From an optimization exercise on the open Yosys and OpenROAD flow, aimed at small area and a short achievable clock period; shortcuts taken in it are not production practice. Function was checked by simulation only, so behaviour that the tests miss may differ from the original.

## JK
==> module alu_top, before the edit <==
module alu_top (
    input  logic        clk_i,
    input  logic        reset_i,
    input  logic [6:0]  alu_cmd_i,
    input  logic [2:0]  zero_cmd_i,
    input  logic [31:0] rs1_data_i,
    input  logic [31:0] rs2_data_i,
    output logic [31:0] rd_data_o,
    output logic        zero_o
);
    logic [31:0] a, b;
    logic [6:0]  c;
    logic [4:0]  sh;
    assign a  = rs1_data_i;
    assign b  = rs2_data_i;
    assign c  = alu_cmd_i;
    assign sh = b[4:0];
    logic op_add, op_slt, op_sltu, op_xor, op_or, op_and, op_sll, op_srl, op_sra, op_sub;
    logic op_andn, op_clmul, op_clmulh, op_clmulr, op_clz, op_cpop, op_ctz;
    logic op_max, op_maxu, op_min, op_minu, op_orcb, op_orn, op_rev8, op_rol, op_ror;
    logic op_bclr, op_bext, op_binv, op_bset, op_sextb, op_sexth;
    logic op_sh1, op_sh2, op_sh3, op_xnor, op_zexth;
    assign op_add    = c == cmd_add;
    assign op_slt    = c == cmd_slt;
    assign op_sltu   = c == cmd_sltu;
    assign op_xor    = c == cmd_xor;
    assign op_or     = c == cmd_or;
    assign op_and    = c == cmd_and;
    assign op_sll    = c == cmd_sll;
    assign op_srl    = c == cmd_srl;
    assign op_sra    = c == cmd_sra;
    assign op_sub    = c == cmd_sub;
    assign op_andn   = c == cmd_andn;
    assign op_clmul  = c == cmd_clmul;
    assign op_clmulh = c == cmd_clmulh;
    assign op_clmulr = c == cmd_clmulr;
    assign op_clz    = c == cmd_clz;
    assign op_cpop   = c == cmd_cpop;
    assign op_ctz    = c == cmd_ctz;
    assign op_max    = c == cmd_max;
    assign op_maxu   = c == cmd_maxu;
    assign op_min    = c == cmd_min;
    assign op_minu   = c == cmd_minu;
    assign op_orcb   = c == cmd_orcb;
    assign op_orn    = c == cmd_orn;
    assign op_rev8   = c == cmd_rev8;
    assign op_rol    = c == cmd_rol;
    assign op_ror    = c == cmd_ror;
    assign op_bclr   = c == cmd_bclr;
    assign op_bext   = c == cmd_bext;
    assign op_binv   = c == cmd_binv;
    assign op_bset   = c == cmd_bset;
    assign op_sextb  = c == cmd_sextb;
    assign op_sexth  = c == cmd_sexth;
    assign op_sh1    = c == cmd_sh1add;
    assign op_sh2    = c == cmd_sh2add;
    assign op_sh3    = c == cmd_sh3add;
    assign op_xnor   = c == cmd_xnor;
    assign op_zexth  = c == cmd_zexth;
    function automatic logic [31:0] rev32_(input logic [31:0] x);
        for (int i = 0; i < 32; i++) rev32_[i] = x[31-i];
    endfunction
    logic less, flag;
    compare_unit u_cmp (
        .a (a), .b (b),
        .is_unsigned (op_sltu | op_maxu | op_minu),
        .zero_cmd_i (zero_cmd_i),
        .less (less), .flag (flag)
    );
    logic [31:0] sum;
    base_int_unit u_add (
        .a (a), .b (b),
        .sub (~c[6] & c[3]),
        .shn ({c[6] & c[3], c[6] & c[0], c[6] & c[1] & ~c[0], ~c[6]}),
        .sum (sum)
    );
    logic        rev_sel;
    logic [31:0] ra, rb, rev_b;
    assign rev_sel = c[1] & ~(c[0] & c[3]);
    assign rev_b   = rev32_(b);
    assign ra      = rev_sel ? rev32_(a) : a;
    assign rb      = ~c[1] ? b : (c[0] ? rev_b : {rev_b[30:0], 1'b0});
    logic [31:0] rot, shifted;
    bitmanip_unit u_shift (
        .x (ra), .sh (sh),
        .is_rot (c[6]),
        .fill (~c[6] & c[3] & c[0] & a[31]),
        .rot (rot), .shifted (shifted)
    );
    logic [31:0] cl;
    clmul_unit u_clmul (.x (ra), .y (rb), .p (cl));
    logic [5:0] lz, cnt_x;
    logic [4:0] pc_lo, pc_hi, cnt_y;
    lzc32      u_lzc (.x (ra), .y (lz));
    popcount16 u_pop_lo (.x (a[15:0]),  .y (pc_lo));
    popcount16 u_pop_hi (.x (a[31:16]), .y (pc_hi));
    logic [31:0] bmask, y;
    assign bmask = 32'd1 << sh;
    assign y     = (c[4] & ~c[3]) ? bmask : b;
    logic nr, take_a, take_b, r_sx, r_cnt, r_sum;
    logic [3:0] t_op, t_lo, t_mid, t_hi;
    assign nr     = ~reset_i;
    assign take_a = ((op_max | op_maxu) & ~less) | ((op_min | op_minu) & less);
    assign take_b = ((op_max | op_maxu) & less) | ((op_min | op_minu) & ~less);
    always_comb begin
        t_op = 4'b0000;
        if (op_and)           t_op = 4'b1000;
        if (op_or | op_bset)  t_op = 4'b1110;
        if (op_xor | op_binv) t_op = 4'b0110;
        if (op_andn | op_bclr) t_op = 4'b0100;
        if (op_orn)           t_op = 4'b1101;
        if (op_xnor)          t_op = 4'b1001;
        if (take_a)           t_op = 4'b1100;
        if (take_b)           t_op = 4'b1010;
        t_op = t_op & {4{nr}};
        t_lo  = t_op | ({4{nr & (op_sextb | op_sexth | op_zexth)}} & 4'b1100);
        t_mid = t_op | ({4{nr & (op_sexth | op_zexth)}} & 4'b1100);
        t_hi  = t_op;
    end
    logic r_orcb, r_rev8, fill8, fill16, bit0;
    assign r_sum   = nr & (op_add | op_sub | op_sh1 | op_sh2 | op_sh3);
    assign r_sx    = nr & (op_sll | op_srl | op_sra | op_rol | op_ror |
                           op_clmul | op_clmulh | op_clmulr);
    assign r_cnt   = nr & (op_clz | op_ctz | op_cpop);
    assign r_orcb  = nr & op_orcb;
    assign r_rev8  = nr & op_rev8;
    assign fill8   = nr & op_sextb & a[7];                                 
    assign fill16  = nr & ((op_sextb & a[7]) | (op_sexth & a[15]));        
    assign bit0    = nr & (((op_slt | op_sltu) & less) | (op_bext & rot[0]));
    logic [31:0] lut, orcb, rev8, main_res, sx;
    always_comb begin
        for (int i = 0; i < 32; i++)
            lut[i] = (i < 8) ? t_lo[{a[i], y[i]}] : (i < 16) ? t_mid[{a[i], y[i]}] : t_hi[{a[i], y[i]}];
        for (int i = 0; i < 4; i++) begin
            orcb[8*i +: 8] = {8{|a[8*i +: 8]}};
            rev8[8*i +: 8] = a[24-8*i +: 8];
        end
    end
    assign main_res = ({32{r_sum}}  & sum)
                    | lut
                    | ({32{r_orcb}} & orcb)
                    | ({32{r_rev8}} & rev8)
                    | {{16{fill16}}, {8{fill8}}, 8'b0}
                    | {31'b0, bit0};
    assign sx    = ({32{r_sx & (~c[6] | c[3])}} & shifted) | ({32{r_sx & ~(~c[6] | c[3])}} & cl);
    assign cnt_x = {6{r_cnt}} & (c[0] ? {1'b0, pc_lo} : lz);    
    assign cnt_y = {5{r_cnt & c[0]}} & pc_hi;
    result_reg u_reg (
        .clk_i (clk_i),
        .main_i (main_res), .sx_i (sx), .rev_i (rev_sel),
        .cnt_x_i (cnt_x), .cnt_y_i (cnt_y),
        .flag_i (nr & flag),
        .rd_data_o (rd_data_o), .zero_o (zero_o)
    );
endmodule
Settings: LEC_CHECK=0, CAP_MARGIN=20, CORE_MARGIN=2, CORE_UTILIZATION=40, SETUP_SLACK_MARGIN=3.0, SLEW_MARGIN=20; clock period 7.5 ns.
run.sh (not shown) runs the stock make flow with config.mk's settings and CLKGATE_MAP_FILE= SYNTH_SCRIPT=/design/flow/synth_recipe.tcl, a recipe that flattens the netlist after the stock synthesis.
--- input diff JK..MS ---
-- flow/design.v --
<<< JK, line 334
    logic [31:0] bmask, y;
    assign bmask = 32'd1 << sh;
    assign y     = (c[4] & ~c[3]) ? bmask : b;
    logic nr, take_a, take_b, r_sx, r_cnt, r_sum;
    logic [3:0] t_op, t_lo, t_mid, t_hi;
    assign nr     = ~reset_i;
    assign take_a = ((op_max | op_maxu) & ~less) | ((op_min | op_minu) & less);
    assign take_b = ((op_max | op_maxu) & less) | ((op_min | op_minu) & ~less);
    always_comb begin
        t_op = 4'b0000;
        if (op_and)           t_op = 4'b1000;
        if (op_or | op_bset)  t_op = 4'b1110;
        if (op_xor | op_binv) t_op = 4'b0110;
        if (op_andn | op_bclr) t_op = 4'b0100;
        if (op_orn)           t_op = 4'b1101;
        if (op_xnor)          t_op = 4'b1001;
        if (take_a)           t_op = 4'b1100;
        if (take_b)           t_op = 4'b1010;
        t_op = t_op & {4{nr}};
        t_lo  = t_op | ({4{nr & (op_sextb | op_sexth | op_zexth)}} & 4'b1100);
        t_mid = t_op | ({4{nr & (op_sexth | op_zexth)}} & 4'b1100);
        t_hi  = t_op;
    end
    logic r_orcb, r_rev8, fill8, fill16, bit0;
    assign r_sum   = nr & (op_add | op_sub | op_sh1 | op_sh2 | op_sh3);
    assign r_sx    = nr & (op_sll | op_srl | op_sra | op_rol | op_ror |
                           op_clmul | op_clmulh | op_clmulr);
    assign r_cnt   = nr & (op_clz | op_ctz | op_cpop);
    assign r_orcb  = nr & op_orcb;
    assign r_rev8  = nr & op_rev8;
    assign fill8   = nr & op_sextb & a[7];                                 
    assign fill16  = nr & ((op_sextb & a[7]) | (op_sexth & a[15]));        
    assign bit0    = nr & (((op_slt | op_sltu) & less) | (op_bext & rot[0]));
    logic [31:0] lut, orcb, rev8, main_res, sx;
    always_comb begin
        for (int i = 0; i < 32; i++)
            lut[i] = (i < 8) ? t_lo[{a[i], y[i]}] : (i < 16) ? t_mid[{a[i], y[i]}] : t_hi[{a[i], y[i]}];
        for (int i = 0; i < 4; i++) begin
            orcb[8*i +: 8] = {8{|a[8*i +: 8]}};
            rev8[8*i +: 8] = a[24-8*i +: 8];
        end
    end
    assign main_res = ({32{r_sum}}  & sum)
                    | lut
                    | ({32{r_orcb}} & orcb)
                    | ({32{r_rev8}} & rev8)
                    | {{16{fill16}}, {8{fill8}}, 8'b0}
                    | {31'b0, bit0};
    assign sx    = ({32{r_sx & (~c[6] | c[3])}} & shifted) | ({32{r_sx & ~(~c[6] | c[3])}} & cl);
>>> MS, line 334
    logic [31:0] bmask, y;
    assign bmask = 32'd1 << sh;
    assign y     = ((c[4] & ~c[3]) ? bmask : b) ^ {32{c[6] & ~c[1]}};
    logic r_sum, r_and, r_or, r_xor, r_sx, r_cnt, r_a, r_b, r_orcb, r_rev8;
    logic r_sextb, r_sexth, r_zexth, bit0, nr;
    assign nr      = ~reset_i;
    assign r_sum   = nr & (op_add | op_sub | op_sh1 | op_sh2 | op_sh3);
    assign r_and   = nr & (op_and | op_andn | op_bclr);
    assign r_or    = nr & (op_or | op_orn | op_bset);
    assign r_xor   = nr & (op_xor | op_xnor | op_binv);
    assign r_sx    = nr & (op_sll | op_srl | op_sra | op_rol | op_ror |
                           op_clmul | op_clmulh | op_clmulr);
    assign r_cnt   = nr & (op_clz | op_ctz | op_cpop);
    assign r_a     = nr & (((op_max | op_maxu) & ~less) | ((op_min | op_minu) & less));
    assign r_b     = nr & (((op_max | op_maxu) & less) | ((op_min | op_minu) & ~less));
    assign r_orcb  = nr & op_orcb;
    assign r_rev8  = nr & op_rev8;
    assign r_sextb = nr & op_sextb;
    assign r_sexth = nr & op_sexth;
    assign r_zexth = nr & op_zexth;
    assign bit0    = nr & (((op_slt | op_sltu) & less) | (op_bext & rot[0]));
    logic [31:0] orcb, rev8, ext, main_res, sx;
    always_comb begin
        for (int i = 0; i < 4; i++) begin
            orcb[8*i +: 8] = {8{|a[8*i +: 8]}};
            rev8[8*i +: 8] = a[24-8*i +: 8];
        end
        ext[7:0]   = {8{r_sextb | r_sexth | r_zexth}} & a[7:0];
        ext[15:8]  = ({8{r_sexth | r_zexth}} & a[15:8]) | {8{r_sextb & a[7]}};
        ext[31:16] = {16{(r_sextb & a[7]) | (r_sexth & a[15])}};
    end
    assign main_res = ({32{r_sum}}  & sum)
                    | ({32{r_and}}  & (a & y))
                    | ({32{r_or}}   & (a | y))
                    | ({32{r_xor}}  & (a ^ y))
                    | ({32{r_a}}    & a)
                    | ({32{r_b}}    & b)
                    | ({32{r_orcb}} & orcb)
                    | ({32{r_rev8}} & rev8)
                    | ext
                    | {31'b0, bit0};
    assign sx    = ({32{r_sx & (~c[6] | c[3])}} & shifted) | ({32{r_sx & ~(~c[6] | c[3])}} & cl);
==> comparison <==
- The post-cts repair resize count reported for MS is greater than that of JK by 3.
- Delta (MS minus JK): number of global-route vias before repair went up about 4%, utilization after layout went down 0.53 points, critical path depth went down 1, worst setup slack went down 74 ps, post-synth net total went up 148.
- For the fmax, MS came in 1.6% lower than JK did.
- On global-route usage: MS sits below JK.
- Comparing mean number of vias per cell for JK and MS, the bigger number came from JK.

afterwards: timing with drivers on the ports:
How much do the figures lean on ideal ports? The routed layouts below were timed once more, with nothing changed but the port constraints. Step 1, drivers: a clkbuf_16 drives clk_i and a buf_2 each remaining input, both assumed. Step 2 also shifts input and output timing later by t, the mid clock arrival at the registers, as if the neighbouring blocks saw the same clock. Slacks: ideal / step 1 / step 2; pairs: ideal / step 1.
run	t, ns	setup slack, ns	worst setup path after step 2	latest minus earliest clock arrival (ns)
JK	0.400	2.962 / 2.794 / 2.394	input to register	0.025 / 0.025
MS	0.387	2.888 / 2.849 / 2.462	input to register	0.025 / 0.025
After both steps setup and hold are still met in every run listed. The setup slack of JK, which loses most, moves by -0.168 ns with the drivers and by -0.568 ns with both steps.
